Context: an optimization exercise on an open-source flow, tuned for small area, a short achievable clock period and few clock cycles per item. The choices shown serve that exercise and are no tape-out recipe.
Function was checked by simulation only, so behaviour that the tests miss may differ from the original.
Power figures rest on the tool's default switching activity, not on a simulated workload.

==> flow/design.v, too long to show whole: its modules and the start of the top module <==
// module two_mode_motion_tween_unit: 2665 lines
module two_mode_motion_tween_unit #(
  parameter int unsigned FRACTION_BITS    = 16,
  parameter int unsigned SINE_TABLE_DEPTH = 1024
) (
  input  wire logic        clk,
  input  wire logic        rst,
  input  wire logic        s_tvalid,
  output logic             s_tready,
  input  wire logic [7:0]  s_tdata,     
  output logic             m_tvalid,
  input  wire logic        m_tready,
  output logic [31:0]      m_tdata,     
  output logic             m_tlast,     
  input  wire logic        cfg_valid,
  output logic             cfg_ready,
  input  wire logic [2:0]  cfg_index,
  input  wire logic [15:0] cfg_data
);
  // ...
==> flow/run.sh <==
#!/bin/bash
# synth_recipe.tcl (not shown) runs the flow's synth.tcl, then flattens the netlist and writes it again
# the make line also repeats each setting of config.mk as NAME=value (left out here)
make -C /OpenROAD-flow-scripts/flow DESIGN_CONFIG=/design/flow/config.mk WORK_HOME=/design/flow/orfs CLKGATE_MAP_FILE= SYNTH_SCRIPT=/design/flow/synth_recipe.tcl finish
==> flow/config.mk <==
export PLATFORM = sky130hd
export DESIGN_NAME = two_mode_motion_tween_unit
export DESIGN_NICKNAME = two_mode_motion_tween_unit
export VERILOG_FILES = /design/flow/design.v
export SDC_FILE = /design/flow/constraint.sdc
export NUM_CORES = 4
export LEC_CHECK = 0
export CAP_MARGIN = 20
export CORE_MARGIN = 2
export CORE_UTILIZATION = 40
export SETUP_SLACK_MARGIN = 5
export SLEW_MARGIN = 20
export SYNTH_MEMORY_MAX_BITS = 32768
==> flow/constraint.sdc <==
create_clock -name core_clock -period 11.0 [get_ports {clk}]
set_input_delay 2.2000 -clock core_clock [delete_from_list [all_inputs] [get_ports {clk}]]
set_output_delay 2.2000 -clock core_clock [all_outputs]
set_load 0.01 [all_outputs]
==> impl_results.html, run 1 <==
<table>
<tr><th>Metric</th><th>Value</th></tr>
<tr><th colspan="2">Outcome</th></tr>
<tr><td>Result of the run</td><td>no timing/DRC/antenna violations</td></tr>
<tr><th colspan="2">Critical path</th></tr>
<tr><td>R2R Path Start</td><td>f2[2]</td></tr>
<tr><td>Largest fanout on the critical path</td><td>5</td></tr>
<tr><td>Capture point of the worst reg-to-reg path</td><td>m_tdata[30]</td></tr>
<tr><td>Critical Path End</td><td>m_tdata[30]</td></tr>
<tr><td>Dominant delay contributor by cell family on the critical path</td><td>adder cells</td></tr>
<tr><td>Cell depth of the worst setup path</td><td>27</td></tr>
<tr><td>CP max-delay cell</td><td>fa_1</td></tr>
<tr><td>CP Data Required Time</td><td>11.28 ns</td></tr>
<tr><th colspan="2">Pwr</th></tr>
<tr><td>Peak VDD IR</td><td>0.000481 V</td></tr>
<tr><td>Share of total power in combinational logic</td><td>77.5%</td></tr>
<tr><td>Fraction of power consumed by sequential logic</td><td>12.8%</td></tr>
<tr><td>Overall power</td><td>13.9 mW</td></tr>
<tr><th colspan="2">GRT</th></tr>
<tr><td>Met3 demand-to-capacity share in global routing</td><td>2.77%</td></tr>
<tr><td>Antenna violations before repair</td><td>2</td></tr>
<tr><td>Total gr overflow</td><td>0</td></tr>
<tr><td>Met2 Use GR</td><td>42.1%</td></tr>
<tr><th colspan="2">Finish</th></tr>
<tr><td>Most common cell after layout, fill and taps aside</td><td>nand2_1</td></tr>
<tr><td>Filler cell count in the final layout</td><td>11,100</td></tr>
<tr><td>Non-CTS buffers</td><td>223</td></tr>
<tr><td>Number of nets at the end of the flow</td><td>6,386</td></tr>
<tr><td>Multi-Input Combinational</td><td>4,282</td></tr>
<tr><td>Multi-input combinational cell area</td><td>0.0345 sq mm</td></tr>
<tr><td>Largest register FFs</td><td>32</td></tr>
<tr><td>Sequential fraction of total cell area</td><td>14.1%</td></tr>
<tr><th colspan="2">STA</th></tr>
<tr><td>Worst hold slack</td><td>0.427 ns</td></tr>
<tr><td>Final period utilization</td><td>67.7%</td></tr>
<tr><th colspan="2">Placed design</th></tr>
<tr><td>GPL Wtd Cong</td><td>0.943</td></tr>
<tr><th colspan="2">Worst hold path</th></tr>
<tr><td>Startpoint of the most critical hold path</td><td>fe1</td></tr>
<tr><th colspan="2">Die</th></tr>
<tr><td>Initial Util</td><td>40.2%</td></tr>
<tr><td>Well-Tap Cells</td><td>1,488</td></tr>
<tr><th colspan="2">Routing</th></tr>
<tr><td>Vias after detailed routing</td><td>40,700</td></tr>
<tr><td>Number of antenna-violating nets in the routed design</td><td>0</td></tr>
<tr><td>First drt pass iteration count</td><td>8</td></tr>
<tr><td>Wire length reported by the detailed router</td><td>146,000 microns</td></tr>
<tr><th colspan="2">Synthesis</th></tr>
<tr><td>Mean instance size in the synthesized netlist</td><td>7.85 sq um</td></tr>
<tr><td>Number of distinct library cells after synthesis</td><td>100</td></tr>
<tr><td>Number of cells produced by synthesis</td><td>5,648</td></tr>
<tr><th colspan="2">Clocking</th></tr>
<tr><td>CTS tree</td><td>done</td></tr>
</table>
Testbench counts, summed over its fixed seeds: cycles 9,303, items 7,756.
==> run 2: changes to the inputs <==
--- a/flow/design.v
+++ b/flow/design.v
@@ -1669,17 +1669,17 @@
         q       <= {16'd0, k_eqn};
       end
     end
   end
   logic        v1, fe1, dn1;
   logic [15:0] q1;
   logic        v2, fe2, dn2;
   logic [15:0] f2;
-  logic [31:0] vx, vy;
+  logic [15:0] rx, ry;
   logic cvx_1, cvx_2, cvx_3, cvx_4, cvx_5, cvx_6, cvx_7, cvx_8, cvx_9, cvx_10, cvx_11, cvx_12, cvx_13, cvx_14, cvx_15, cvx_16, cvx_17, cvx_18, cvx_19, cvx_20, cvx_21, cvx_22, cvx_23, cvx_24, cvx_25, cvx_26, cvx_27, cvx_28, cvx_29, cvx_30, cvx_31, cvx_32, cvx_33, cvx_34, cvx_35, cvx_36, cvx_37, cvx_38, cvx_39, cvx_40, cvx_41, cvx_42, cvx_43, cvx_44, cvx_45, cvx_46, cvx_47, cvx_48, cvx_49, cvx_50, cvx_51, cvx_52, cvx_53, cvx_54, cvx_55, cvx_56, cvx_57, cvx_58, cvx_59, cvx_60, cvx_61, cvx_62, cvx_63, cvx_64, cvx_65, cvx_66, cvx_67, cvx_68, cvx_69, cvx_70, cvx_71, cvx_72, cvx_73, cvx_74, cvx_75, cvx_76, cvx_77, cvx_78, cvx_79, cvx_80, cvx_81, cvx_82, cvx_83, cvx_84, cvx_85, cvx_86, cvx_87, cvx_88, cvx_89, cvx_90, cvx_91, cvx_92, cvx_93, cvx_94, cvx_95, cvx_96, cvx_97, cvx_98, cvx_99, cvx_100, cvx_101, cvx_102, cvx_103, cvx_104, cvx_105, cvx_106, cvx_107, cvx_108, cvx_109, cvx_110, cvx_111, cvx_112, cvx_113, cvx_114, cvx_115, cvx_116, cvx_117, cvx_118, cvx_119, cvx_120, cvx_121, cvx_122, cvx_123, cvx_124, cvx_125, cvx_126, cvx_127, cvx_128, cvx_129, cvx_130, cvx_131, cvx_132, cvx_133, cvx_134, cvx_135, cvx_136, cvx_137, cvx_138, cvx_139, cvx_140, cvx_141, cvx_142, cvx_143, cvx_144, cvx_145, cvx_146, cvx_147, cvx_148, cvx_149, cvx_150, cvx_151, cvx_152, cvx_153, cvx_154, cvx_155, cvx_156, cvx_157, cvx_158, cvx_159, cvx_160, cvx_161, cvx_162, cvx_163, cvx_164, cvx_165, cvx_166, cvx_167, cvx_168, cvx_169, cvx_170, cvx_171, cvx_172, cvx_173, cvx_174, cvx_175, cvx_176, cvx_177, cvx_178, cvx_179, cvx_180, cvx_181, cvx_182, cvx_183, cvx_184, cvx_185, cvx_186, cvx_187, cvx_188, cvx_189, cvx_190, cvx_191, cvx_192, cvx_193, cvx_194, cvx_195, cvx_196, cvx_197, cvx_198, cvx_199, cvx_200, cvx_201, cvx_202, cvx_203, cvx_204, cvx_205, cvx_206, cvx_207, cvx_208, cvx_209, cvx_210, cvx_211, cvx_212, cvx_213, cvx_214, cvx_215, cvx_216, cvx_217, cvx_218, cvx_219, cvx_220, cvx_221, cvx_222, cvx_223, cvx_224, cvx_225, cvx_226, cvx_227, cvx_228, cvx_229, cvx_230, cvx_231, cvx_232, cvx_233, cvx_234, cvx_235, cvx_236, cvx_237, cvx_238, cvx_239, cvx_240, cvx_241, cvx_242, cvx_243, cvx_244, cvx_245, cvx_246, cvx_247, cvx_248, cvx_249, cvx_250, cvx_251, cvx_252, cvx_253, cvx_254, cvx_255, cvx_256, cvx_257, cvx_258, cvx_259, cvx_260, cvx_261, cvx_262, cvx_263, cvx_264, cvx_265, cvx_266, cvx_267, cvx_268, cvx_269, cvx_270, cvx_271, cvx_272, cvx_273, cvx_274, cvx_275, cvx_276, cvx_277, cvx_278, cvx_279, cvx_280, cvx_281, cvx_282, cvx_283, cvx_284, cvx_285, cvx_286, cvx_287, cvx_288, cvx_289, cvx_290, cvx_291, cvx_292, cvx_293, cvx_294, cvx_295, cvx_296, cvx_297, cvx_298, cvx_299, cvx_300, cvx_301, cvx_302, cvx_303, cvx_304, cvx_305, cvx_306, cvx_307, cvx_308, cvx_309, cvx_310, cvx_311, cvx_312, cvx_313, cvx_314, cvx_315, cvx_316, cvx_317, cvx_318, cvx_319, cvx_320, cvx_321, cvx_322, cvx_323, cvx_324, cvx_325, cvx_326, cvx_327, cvx_328, cvx_329, cvx_330, cvx_331, cvx_332, cvx_333, cvx_334, cvx_335, cvx_336, cvx_337, cvx_338, cvx_339, cvx_340, cvx_341, cvx_342, cvx_343, cvx_344, cvx_345, cvx_346, cvx_347, cvx_348, cvx_349, cvx_350, cvx_351, cvx_352, cvx_353, cvx_354, cvx_355, cvx_356, cvx_357, cvx_358, cvx_359, cvx_360, cvx_361, cvx_362, cvx_363, cvx_364, cvx_365, cvx_366, cvx_367, cvx_368, cvx_369, cvx_370, cvx_371, cvx_372, cvx_373, cvx_374, cvx_375, cvx_376, cvx_377, cvx_378, cvx_379, cvx_380, cvx_381, cvx_382, cvx_383, cvx_384, cvx_385, cvx_386, cvx_387, cvx_388, cvx_389, cvx_390, cvx_391, cvx_392, cvx_393, cvx_394, cvx_395, cvx_396, cvx_397, cvx_398, cvx_399, cvx_400, cvx_401, cvx_402, cvx_403, cvx_404, cvx_405, cvx_406, cvx_407, cvx_408, cvx_409, cvx_410, cvx_411, cvx_412, cvx_413, cvx_414, cvx_415, cvx_416, cvx_417, cvx_418, cvx_419, cvx_420, cvx_421, cvx_422, cvx_423, cvx_424, cvx_425, cvx_426, cvx_427, cvx_428, cvx_429, cvx_430, cvx_431, cvx_432, cvx_433, cvx_434, cvx_435, cvx_436, cvx_437, cvx_438, cvx_439, cvx_440, cvx_441, cvx_442, cvx_443, cvx_444, cvx_445, cvx_446, cvx_447, cvx_448, cvx_449, cvx_450, cvx_451, cvx_452, cvx_453, cvx_454, cvx_455, cvx_456, cvx_457, cvx_458, cvx_459, cvx_460, cvx_461, cvx_462, cvx_463, cvx_464, cvx_465, cvx_466, cvx_467, cvx_468, cvx_469, cvx_470, cvx_471, cvx_472, cvx_473, cvx_474, cvx_475, cvx_476, cvx_477, cvx_478, cvx_479, cvx_480, cvx_481, cvx_482;
   assign cvx_1 = (f2[0] & dx[13]) ^ (f2[1] & dx[12]);
   assign cvx_2 = (f2[0] & dx[13]) & (f2[1] & dx[12]);
   assign cvx_3 = (f2[0] & dx[14]) ^ (f2[1] & dx[13]) ^ (f2[2] & dx[12]);
   assign cvx_4 = ((f2[0] & dx[14]) & (f2[1] & dx[13])) | ((f2[0] & dx[14]) & (f2[2] & dx[12])) | ((f2[1] & dx[13]) & (f2[2] & dx[12]));
   assign cvx_5 = (f2[3] & dx[11]) ^ (f2[4] & dx[10]);
   assign cvx_6 = (f2[3] & dx[11]) & (f2[4] & dx[10]);
   assign cvx_7 = (f2[0] & dx[15]) ^ (f2[1] & dx[14]) ^ (f2[2] & dx[13]);
@@ -2156,17 +2156,26 @@
   assign cvx_478 = (cvx_363 & cvx_416) | (cvx_363 & cvx_417) | (cvx_416 & cvx_417);
   assign cvx_479 = cvx_364 ^ cvx_418 ^ cvx_419;
   assign cvx_480 = (cvx_364 & cvx_418) | (cvx_364 & cvx_419) | (cvx_418 & cvx_419);
   assign cvx_481 = 1'b1 ^ cvx_420 ^ cvx_421;
   assign cvx_482 = (1'b1 & cvx_420) | (1'b1 & cvx_421) | (cvx_420 & cvx_421);
   logic [31:0] cvx_a, cvx_b;
   assign cvx_a = {cvx_480, cvx_478, cvx_476, cvx_474, cvx_472, cvx_470, cvx_468, cvx_466, cvx_464, cvx_462, cvx_460, cvx_458, cvx_456, cvx_454, cvx_452, cvx_450, cvx_448, cvx_446, cvx_444, cvx_442, cvx_440, cvx_438, cvx_436, cvx_434, cvx_432, cvx_430, cvx_428, cvx_426, cvx_424, (f2[2] & dx[0]), (f2[0] & dx[1]), (f2[0] & dx[0])};
   assign cvx_b = {cvx_481, cvx_479, cvx_477, cvx_475, cvx_473, cvx_471, cvx_469, cvx_467, cvx_465, cvx_463, cvx_461, cvx_459, cvx_457, cvx_455, cvx_453, cvx_451, cvx_449, cvx_447, cvx_445, cvx_443, cvx_441, cvx_439, cvx_437, cvx_435, cvx_433, cvx_431, cvx_429, cvx_427, cvx_425, cvx_423, (f2[1] & dx[0]), 1'b0};
-  assign vx = cvx_a + cvx_b;
+  logic [16:0] cvx_lo;
+  logic [15:0] cvx_h0, cvx_h1, cvx_h2;
+  logic        cvx_nz;
+  assign cvx_lo = {1'b0, cvx_a[15:0]} + {1'b0, cvx_b[15:0]};
+  assign cvx_nz = cvx_lo[15:0] != 16'd0;
+  assign cvx_h0 = cvx_a[31:16] + cvx_b[31:16];
+  assign cvx_h1 = cvx_a[31:16] + cvx_b[31:16] + 16'd1;
+  assign cvx_h2 = cvx_a[31:16] + cvx_b[31:16] + 16'd2;
+  assign rx = cvx_lo[16] ? ((cvx_h1[15] && cvx_nz) ? cvx_h2 : cvx_h1)
+                        : ((cvx_h0[15] && cvx_nz) ? cvx_h1 : cvx_h0);
   logic cvy_1, cvy_2, cvy_3, cvy_4, cvy_5, cvy_6, cvy_7, cvy_8, cvy_9, cvy_10, cvy_11, cvy_12, cvy_13, cvy_14, cvy_15, cvy_16, cvy_17, cvy_18, cvy_19, cvy_20, cvy_21, cvy_22, cvy_23, cvy_24, cvy_25, cvy_26, cvy_27, cvy_28, cvy_29, cvy_30, cvy_31, cvy_32, cvy_33, cvy_34, cvy_35, cvy_36, cvy_37, cvy_38, cvy_39, cvy_40, cvy_41, cvy_42, cvy_43, cvy_44, cvy_45, cvy_46, cvy_47, cvy_48, cvy_49, cvy_50, cvy_51, cvy_52, cvy_53, cvy_54, cvy_55, cvy_56, cvy_57, cvy_58, cvy_59, cvy_60, cvy_61, cvy_62, cvy_63, cvy_64, cvy_65, cvy_66, cvy_67, cvy_68, cvy_69, cvy_70, cvy_71, cvy_72, cvy_73, cvy_74, cvy_75, cvy_76, cvy_77, cvy_78, cvy_79, cvy_80, cvy_81, cvy_82, cvy_83, cvy_84, cvy_85, cvy_86, cvy_87, cvy_88, cvy_89, cvy_90, cvy_91, cvy_92, cvy_93, cvy_94, cvy_95, cvy_96, cvy_97, cvy_98, cvy_99, cvy_100, cvy_101, cvy_102, cvy_103, cvy_104, cvy_105, cvy_106, cvy_107, cvy_108, cvy_109, cvy_110, cvy_111, cvy_112, cvy_113, cvy_114, cvy_115, cvy_116, cvy_117, cvy_118, cvy_119, cvy_120, cvy_121, cvy_122, cvy_123, cvy_124, cvy_125, cvy_126, cvy_127, cvy_128, cvy_129, cvy_130, cvy_131, cvy_132, cvy_133, cvy_134, cvy_135, cvy_136, cvy_137, cvy_138, cvy_139, cvy_140, cvy_141, cvy_142, cvy_143, cvy_144, cvy_145, cvy_146, cvy_147, cvy_148, cvy_149, cvy_150, cvy_151, cvy_152, cvy_153, cvy_154, cvy_155, cvy_156, cvy_157, cvy_158, cvy_159, cvy_160, cvy_161, cvy_162, cvy_163, cvy_164, cvy_165, cvy_166, cvy_167, cvy_168, cvy_169, cvy_170, cvy_171, cvy_172, cvy_173, cvy_174, cvy_175, cvy_176, cvy_177, cvy_178, cvy_179, cvy_180, cvy_181, cvy_182, cvy_183, cvy_184, cvy_185, cvy_186, cvy_187, cvy_188, cvy_189, cvy_190, cvy_191, cvy_192, cvy_193, cvy_194, cvy_195, cvy_196, cvy_197, cvy_198, cvy_199, cvy_200, cvy_201, cvy_202, cvy_203, cvy_204, cvy_205, cvy_206, cvy_207, cvy_208, cvy_209, cvy_210, cvy_211, cvy_212, cvy_213, cvy_214, cvy_215, cvy_216, cvy_217, cvy_218, cvy_219, cvy_220, cvy_221, cvy_222, cvy_223, cvy_224, cvy_225, cvy_226, cvy_227, cvy_228, cvy_229, cvy_230, cvy_231, cvy_232, cvy_233, cvy_234, cvy_235, cvy_236, cvy_237, cvy_238, cvy_239, cvy_240, cvy_241, cvy_242, cvy_243, cvy_244, cvy_245, cvy_246, cvy_247, cvy_248, cvy_249, cvy_250, cvy_251, cvy_252, cvy_253, cvy_254, cvy_255, cvy_256, cvy_257, cvy_258, cvy_259, cvy_260, cvy_261, cvy_262, cvy_263, cvy_264, cvy_265, cvy_266, cvy_267, cvy_268, cvy_269, cvy_270, cvy_271, cvy_272, cvy_273, cvy_274, cvy_275, cvy_276, cvy_277, cvy_278, cvy_279, cvy_280, cvy_281, cvy_282, cvy_283, cvy_284, cvy_285, cvy_286, cvy_287, cvy_288, cvy_289, cvy_290, cvy_291, cvy_292, cvy_293, cvy_294, cvy_295, cvy_296, cvy_297, cvy_298, cvy_299, cvy_300, cvy_301, cvy_302, cvy_303, cvy_304, cvy_305, cvy_306, cvy_307, cvy_308, cvy_309, cvy_310, cvy_311, cvy_312, cvy_313, cvy_314, cvy_315, cvy_316, cvy_317, cvy_318, cvy_319, cvy_320, cvy_321, cvy_322, cvy_323, cvy_324, cvy_325, cvy_326, cvy_327, cvy_328, cvy_329, cvy_330, cvy_331, cvy_332, cvy_333, cvy_334, cvy_335, cvy_336, cvy_337, cvy_338, cvy_339, cvy_340, cvy_341, cvy_342, cvy_343, cvy_344, cvy_345, cvy_346, cvy_347, cvy_348, cvy_349, cvy_350, cvy_351, cvy_352, cvy_353, cvy_354, cvy_355, cvy_356, cvy_357, cvy_358, cvy_359, cvy_360, cvy_361, cvy_362, cvy_363, cvy_364, cvy_365, cvy_366, cvy_367, cvy_368, cvy_369, cvy_370, cvy_371, cvy_372, cvy_373, cvy_374, cvy_375, cvy_376, cvy_377, cvy_378, cvy_379, cvy_380, cvy_381, cvy_382, cvy_383, cvy_384, cvy_385, cvy_386, cvy_387, cvy_388, cvy_389, cvy_390, cvy_391, cvy_392, cvy_393, cvy_394, cvy_395, cvy_396, cvy_397, cvy_398, cvy_399, cvy_400, cvy_401, cvy_402, cvy_403, cvy_404, cvy_405, cvy_406, cvy_407, cvy_408, cvy_409, cvy_410, cvy_411, cvy_412, cvy_413, cvy_414, cvy_415, cvy_416, cvy_417, cvy_418, cvy_419, cvy_420, cvy_421, cvy_422, cvy_423, cvy_424, cvy_425, cvy_426, cvy_427, cvy_428, cvy_429, cvy_430, cvy_431, cvy_432, cvy_433, cvy_434, cvy_435, cvy_436, cvy_437, cvy_438, cvy_439, cvy_440, cvy_441, cvy_442, cvy_443, cvy_444, cvy_445, cvy_446, cvy_447, cvy_448, cvy_449, cvy_450, cvy_451, cvy_452, cvy_453, cvy_454, cvy_455, cvy_456, cvy_457, cvy_458, cvy_459, cvy_460, cvy_461, cvy_462, cvy_463, cvy_464, cvy_465, cvy_466, cvy_467, cvy_468, cvy_469, cvy_470, cvy_471, cvy_472, cvy_473, cvy_474, cvy_475, cvy_476, cvy_477, cvy_478, cvy_479, cvy_480, cvy_481, cvy_482;
   assign cvy_1 = (f2[0] & dy[13]) ^ (f2[1] & dy[12]);
   assign cvy_2 = (f2[0] & dy[13]) & (f2[1] & dy[12]);
   assign cvy_3 = (f2[0] & dy[14]) ^ (f2[1] & dy[13]) ^ (f2[2] & dy[12]);
   assign cvy_4 = ((f2[0] & dy[14]) & (f2[1] & dy[13])) | ((f2[0] & dy[14]) & (f2[2] & dy[12])) | ((f2[1] & dy[13]) & (f2[2] & dy[12]));
   assign cvy_5 = (f2[3] & dy[11]) ^ (f2[4] & dy[10]);
   assign cvy_6 = (f2[3] & dy[11]) & (f2[4] & dy[10]);
   assign cvy_7 = (f2[0] & dy[15]) ^ (f2[1] & dy[14]) ^ (f2[2] & dy[13]);
@@ -2643,20 +2652,26 @@
   assign cvy_478 = (cvy_363 & cvy_416) | (cvy_363 & cvy_417) | (cvy_416 & cvy_417);
   assign cvy_479 = cvy_364 ^ cvy_418 ^ cvy_419;
   assign cvy_480 = (cvy_364 & cvy_418) | (cvy_364 & cvy_419) | (cvy_418 & cvy_419);
   assign cvy_481 = 1'b1 ^ cvy_420 ^ cvy_421;
   assign cvy_482 = (1'b1 & cvy_420) | (1'b1 & cvy_421) | (cvy_420 & cvy_421);
   logic [31:0] cvy_a, cvy_b;
   assign cvy_a = {cvy_480, cvy_478, cvy_476, cvy_474, cvy_472, cvy_470, cvy_468, cvy_466, cvy_464, cvy_462, cvy_460, cvy_458, cvy_456, cvy_454, cvy_452, cvy_450, cvy_448, cvy_446, cvy_444, cvy_442, cvy_440, cvy_438, cvy_436, cvy_434, cvy_432, cvy_430, cvy_428, cvy_426, cvy_424, (f2[2] & dy[0]), (f2[0] & dy[1]), (f2[0] & dy[0])};
   assign cvy_b = {cvy_481, cvy_479, cvy_477, cvy_475, cvy_473, cvy_471, cvy_469, cvy_467, cvy_465, cvy_463, cvy_461, cvy_459, cvy_457, cvy_455, cvy_453, cvy_451, cvy_449, cvy_447, cvy_445, cvy_443, cvy_441, cvy_439, cvy_437, cvy_435, cvy_433, cvy_431, cvy_429, cvy_427, cvy_425, cvy_423, (f2[1] & dy[0]), 1'b0};
-  assign vy = cvy_a + cvy_b;
-  logic [15:0] rx, ry;
-  assign rx = vx[31:16] + {15'd0, vx[31] && (vx[15:0] != '0)};
-  assign ry = vy[31:16] + {15'd0, vy[31] && (vy[15:0] != '0)};
+  logic [16:0] cvy_lo;
+  logic [15:0] cvy_h0, cvy_h1, cvy_h2;
+  logic        cvy_nz;
+  assign cvy_lo = {1'b0, cvy_a[15:0]} + {1'b0, cvy_b[15:0]};
+  assign cvy_nz = cvy_lo[15:0] != 16'd0;
+  assign cvy_h0 = cvy_a[31:16] + cvy_b[31:16];
+  assign cvy_h1 = cvy_a[31:16] + cvy_b[31:16] + 16'd1;
+  assign cvy_h2 = cvy_a[31:16] + cvy_b[31:16] + 16'd2;
+  assign ry = cvy_lo[16] ? ((cvy_h1[15] && cvy_nz) ? cvy_h2 : cvy_h1)
+                        : ((cvy_h0[15] && cvy_nz) ? cvy_h1 : cvy_h0);
   always_ff @(posedge clk) begin
     if (rst) begin
       v1       <= 1'b0;
       v2       <= 1'b0;
       m_tvalid <= 1'b0;
     end else if (!stall) begin
       v1       <= pop;
       v2       <= v1;
==> run 2 against run 1 <==
Compared with the run above:
- hold slack worse by 0.0037 ns
- global-route usage grew 0.22 points
- flip-flop and latch count is the same
- first-iteration DRC count shrank 3.3%
- still clean on timing, DRC and antenna
- synthesized area increased by 0.63%
- setup slack got worse by 0.0025 ns
- sequential power down 8%
- critical path depth decreased by 1
==> impl_results.html, run 2 <==
<table>
<tr><th>Metric</th><th>Value</th></tr>
<tr><th colspan="2">Synthesis</th></tr>
<tr><td>Mux share of post-synthesis cell area</td><td>1.43%</td></tr>
<tr><td>Number of distinct library cells after synthesis</td><td>92 (-8.0%)</td></tr>
<tr><td>Number of nets in the synthesized netlist</td><td>6,506</td></tr>
<tr><td>Predominant post-synthesis flop cell</td><td>dfxtp_1</td></tr>
<tr><td>Most area-consuming cells after synthesis</td><td>fa_1 22%, dfxtp_1 11%, ha_1 8.4%, nand2_1 6.3%, inv_1 5.8%</td></tr>
<tr><td>Share of the synthesized area in compound gates (AO/OA/AOI/OAI)</td><td>20.0%</td></tr>
<tr><td>Mean instance size in the synthesized netlist</td><td>7.85 sq um (about the same)</td></tr>
<tr><td>Combinational family with the most area after synthesis</td><td>adder cells</td></tr>
<tr><td>Post-synthesis instance area</td><td>0.0446 sq mm</td></tr>
<tr><td>Cell type with the largest total area after synthesis</td><td>fa_1</td></tr>
<tr><td>Post-Synth XOR/XNOR Area</td><td>3.24%</td></tr>
<tr><td>Portion of synthesized cell area occupied by the leading cell type</td><td>22.1%</td></tr>
<tr><td>Cell with the most instances after synthesis</td><td>nand2_1</td></tr>
<tr><td>Fraction of registers with async set/reset</td><td>0%</td></tr>
<tr><td>Post-synthesis simple-gate area fraction</td><td>20.4%</td></tr>
<tr><td>Number of cells produced by synthesis</td><td>5,682 (+0.60%)</td></tr>
<tr><td>Ranking of synthesized cells by instance count</td><td>748 x nand2_1, 688 x inv_1, 492 x fa_1</td></tr>
<tr><td>Fraction of the yosys area taken by sequential cells</td><td>15.6%</td></tr>
<tr><td>Number of storage elements in the synthesis netlist</td><td>309</td></tr>
<tr><td>Number of synthesized flops with an enable pin</td><td>75</td></tr>
<tr><td>Warning count from the yosys run</td><td>1</td></tr>
<tr><td>Post-synthesis share of cell area spent on full adders, half adders and majority gates</td><td>30.6%</td></tr>
<tr><th colspan="2">Finish</th></tr>
<tr><td>Most common cell after layout, fill and taps aside</td><td>nand2_1</td></tr>
<tr><td>Commonest cells after routing, fill and taps aside</td><td>745 x nand2_1, 673 x inv_1, 465 x fa_1</td></tr>
<tr><td>Growth of design area from synthesis to finish</td><td>13.1%</td></tr>
<tr><td>Largest register FFs</td><td>32 (unchanged)</td></tr>
<tr><td>Largest reg by FF count</td><td>m_tdata</td></tr>
<tr><td>Number of nets at the end of the flow</td><td>6,471 (+1.3%)</td></tr>
<tr><td>Fraction of layout instances using a drive strength above 1</td><td>10.5%</td></tr>
<tr><th colspan="2">Routing</th></tr>
<tr><td>Drt drc</td><td>0</td></tr>
<tr><td>First drt pass iteration count</td><td>8 (unchanged)</td></tr>
<tr><td>Average wire per standard cell</td><td>20.6 microns</td></tr>
<tr><td>Vias after detailed routing</td><td>41,100 (+1.1%)</td></tr>
<tr><td>Per-cell via count in the routed design</td><td>5.74</td></tr>
<tr><td>Wire length reported by the detailed router</td><td>147,000 microns (+1.2%)</td></tr>
<tr><td>Number of antenna-violating nets in the routed design</td><td>0 (unchanged)</td></tr>
<tr><td>Initial DRC Count</td><td>3,812</td></tr>
<tr><th colspan="2">STA</th></tr>
<tr><td>Setup repair after global routing missed its margin</td><td>yes</td></tr>
<tr><td>Headroom to the max-slew limit</td><td>27.8%</td></tr>
<tr><td>Final period utilization</td><td>67.7% (about the same)</td></tr>
<tr><td>Final hold violation count</td><td>0</td></tr>
<tr><td>Max Transition Viols Final</td><td>0</td></tr>
<tr><td>Post-route clock skew</td><td>0.0330 ns</td></tr>
<tr><td>Aggregate negative setup slack</td><td>0 ns</td></tr>
<tr><td>Total setup violations reported at the end of the flow</td><td>0</td></tr>
<tr><td>Worst slew pin tran</td><td>1.08 ns</td></tr>
<tr><td>Min setup slack post-route</td><td>3.55 ns</td></tr>
<tr><td>Maximum achievable frequency</td><td>134 MHz</td></tr>
<tr><td>Final critical delay including setup and external delays</td><td>7.45 ns</td></tr>
<tr><th colspan="2">Pwr</th></tr>
<tr><td>Cell Pwr Density</td><td>264 mW/mm^2</td></tr>
<tr><td>Standby leakage power</td><td>20.8 nW</td></tr>
<tr><td>Peak VDD IR</td><td>0.000249 V (-48%)</td></tr>
<tr><th colspan="2">Critical path</th></tr>
<tr><td>Critical Path End</td><td>m_tdata[28]</td></tr>
<tr><td>Worst R2R Setup Slack</td><td>3.55 ns</td></tr>
<tr><td>Cell seen most often among critical-path stages</td><td>fa_1</td></tr>
<tr><td>Worst reg2reg path depth</td><td>26</td></tr>
<tr><td>Dominant delay contributor by cell family on the critical path</td><td>adder cells</td></tr>
<tr><td>Nature of the critical path startpoint</td><td>flip-flop</td></tr>
<tr><td>Kind of critical path</td><td>reg2reg</td></tr>
<tr><td>Worst path arrival time</td><td>7.86 ns</td></tr>
<tr><td>Worst Setup End Kind</td><td>flip-flop</td></tr>
<tr><td>Capture point of the worst reg-to-reg path</td><td>m_tdata[28]</td></tr>
<tr><td>CP Data Required Time</td><td>11.41 ns (+0.13 ns)</td></tr>
<tr><td>Start point of the critical path</td><td>f2[5]</td></tr>
<tr><td>Number of buffers and inverters on the critical path</td><td>5</td></tr>
<tr><td>R2R Path Start</td><td>f2[5]</td></tr>
<tr><td>Cell depth of the worst setup path</td><td>26 (-3.7%)</td></tr>
<tr><td>Max incr delay on CP</td><td>0.55 ns</td></tr>
<tr><td>Largest fanout on the critical path</td><td>5 (unchanged)</td></tr>
<tr><td>CP max-delay cell</td><td>fa_1</td></tr>
<tr><th colspan="2">Die</th></tr>
<tr><td>Io pins</td><td>68</td></tr>
<tr><td>Initial Util</td><td>40.3% (+0.085 points)</td></tr>
<tr><td>Die Outline Area</td><td>0.114 sq mm</td></tr>
<tr><td>Area of the core region</td><td>0.111 sq mm</td></tr>
<tr><td>Cell Rows</td><td>122</td></tr>
<tr><td>Die H</td><td>338 microns</td></tr>
<tr><td>Horizontal die dimension</td><td>338 microns</td></tr>
<tr><th colspan="2">Clocking</th></tr>
<tr><td>Number of clock sinks</td><td>309</td></tr>
<tr><td>CTS buffer count</td><td>37</td></tr>
<tr><td>CTS tree</td><td>done</td></tr>
<tr><td>CTS root buffer</td><td>clkbuf_16</td></tr>
<tr><td>Latest clock arrival within the worst-skew pair</td><td>0.58 ns</td></tr>
<tr><td>Clk pin slew, worst setup/hold paths</td><td>0.06 ns</td></tr>
<tr><td>Count of H-tree levels built during CTS</td><td>2</td></tr>
<tr><td>Clock Tree Buf Depth</td><td>3</td></tr>
<tr><th colspan="2">GRT</th></tr>
<tr><td>Antenna violations before repair</td><td>10 (+8)</td></tr>
<tr><td>Total gr overflow</td><td>0 (unchanged)</td></tr>
<tr><td>GRT Resource Usage Total</td><td>25.5%</td></tr>
<tr><td>Pin count of the biggest net entering global routing</td><td>84</td></tr>
<tr><td>Wire length of the first global-routing pass</td><td>230,000 microns</td></tr>
<tr><td>Via count of the first global-routing pass</td><td>40,700</td></tr>
<tr><th colspan="2">Worst hold path</th></tr>
<tr><td>Path class of the lowest-slack min-delay path</td><td>reg2reg</td></tr>
<tr><th colspan="2">Outcome</th></tr>
<tr><td>Result of the run</td><td>no timing/DRC/antenna violations</td></tr>
<tr><th colspan="2">Placed design</th></tr>
<tr><td>Number of port buffers</td><td>59</td></tr>
<tr><td>GPL Wtd Cong</td><td>0.981 (+4.1%)</td></tr>
<tr><td>Pre-CTS setup slack</td><td>2.87 ns</td></tr>
<tr><td>Placed wire-length estimate</td><td>103,000 microns</td></tr>
<tr><th colspan="2">Flow run</th></tr>
<tr><td>Count of maximum capacitance violations</td><td>0</td></tr>
</table>
==> run 2: cell count changes after synthesis, moves of 14 or more <==
cell	change
and2_1	+69
nand2_1	-65
a211oi_1	+37
nand3_1	-34
clkbuf_1	+33
buf_2	-28
o211ai_1	-17
a21oi_1	+16
nor2_1	+15
o311ai_0	+14
xor2_1	-14
==> run 2: power by group <==
group | switching [mW] | internal, mW
clock | 0.543 | 0.846
sequential | 0.204 | 1.43
combinational | 5.84 | 4.44
total | 6.59 | 6.72
==> run 2: cell type report <==
cell class | instances | area (sq um)
Antenna cell | 2 | 5.00
Clock buffer | 48 | 1090
Clock inverter | 20 | 278
Fill cell | 11000 | 60200
Inverter | 694 | 2630
Multi-Input combinational cell | 4332 | 35000
Sequential cell | 309 | 6990
Tap cell | 1488 | 1860
Timing Repair Buffer | 273 | 2590
==> run 2: worst min-delay path by stage <==
stage | startpoint | to | slack [ns] | cells past startpoint
floorplan | dn1 | dn2 | 0.40 | 0
global placement | fe1 | fe2 | 0.40 | 0
detailed placement | fe1 | fe2 | 0.41 | 0
CTS | fe1 | fe2 | 0.42 | 0
global route | fe1 | fe2 | 0.44 | 0
finish | fe1 | fe2 | 0.42 | 0
==> run 2: through the flow <==
stage	hold slack [ns]	util [%]	std cells	cell area [sq um]	power [mW]
floorplan	0.400	-	5682	44800	8.13
global placement	0.401	42.1	6965	46600	10.2
detailed placement	0.406	42.1	6965	46600	10.3
CTS	0.421	44.8	7126	49500	12.5
global route	0.445	45.6	7165	50400	14.4
finish	0.424	45.6	7166	50400	13.3
==> run 2: timing repair <==
item,4_1_cts,5_1_grt
setup buffers,85,35
endpoints found under the setup margin,101,90
gates cloned,8,3
hold buffers,0,0
resized for setup,183,127
pin swaps,89,80
==> run 2: logic make-up (layout without fill, tap and decap cells) <==
group / count (synthesis) / count (layout)
multiplexers: 58 / 58
adder cells (fa/ha/maj): 794 / 794
buffers and inverters: 1044 / 1035
XOR/XNOR: 165 / 165
AO/OA/AOI/OAI: 1379 / 1381
AND/OR/NAND/NOR: 1932 / 1933
flip-flops: 309 / 309
other: 1 / 3
==> run 2: layer usage <==
metal | GRT usage [%] | vias up | wire length, microns
met5 | 0 | - | 50
met2 | 43.1 | 1625 | 69600
met3 | 3.16 | 320 | 10300
met4 | 9.10 | 8 | 5540
met1 | 33.6 | 20100 | 61800
li1 | - | 19100 | -
Testbench counts of run 2, summed over its fixed seeds: cycles 9,303, items 7,756.

-- re-timing with driven ports --
How much do the figures lean on ideal ports? The routed layouts below were timed once more, with nothing changed but the port constraints.
Step 1, drivers: a clkbuf_16 drives clk and a buf_2 each remaining input, both assumed.
Step 2 adds t to the input delays and takes it off the output delays; t is the mean of the earliest and latest rising clock arrival at the registers after step 1. Input paths then give back, and output paths get back, about the clock's delay inside the block.
Slacks: ideal / step 1 / step 2; pairs: ideal / step 1.
| run | t, ns | setup WS [ns] | slew at the worst register clock pin (ns) |
|---|---|---|---|
| run 1 | 0.637 | 3.550 / 3.550 / 3.550 | 0.07 / 0.07 |
| run 2 | 0.637 | 3.548 / 3.548 / 3.548 | 0.07 / 0.07 |
After both steps setup and hold are still met in every run listed.
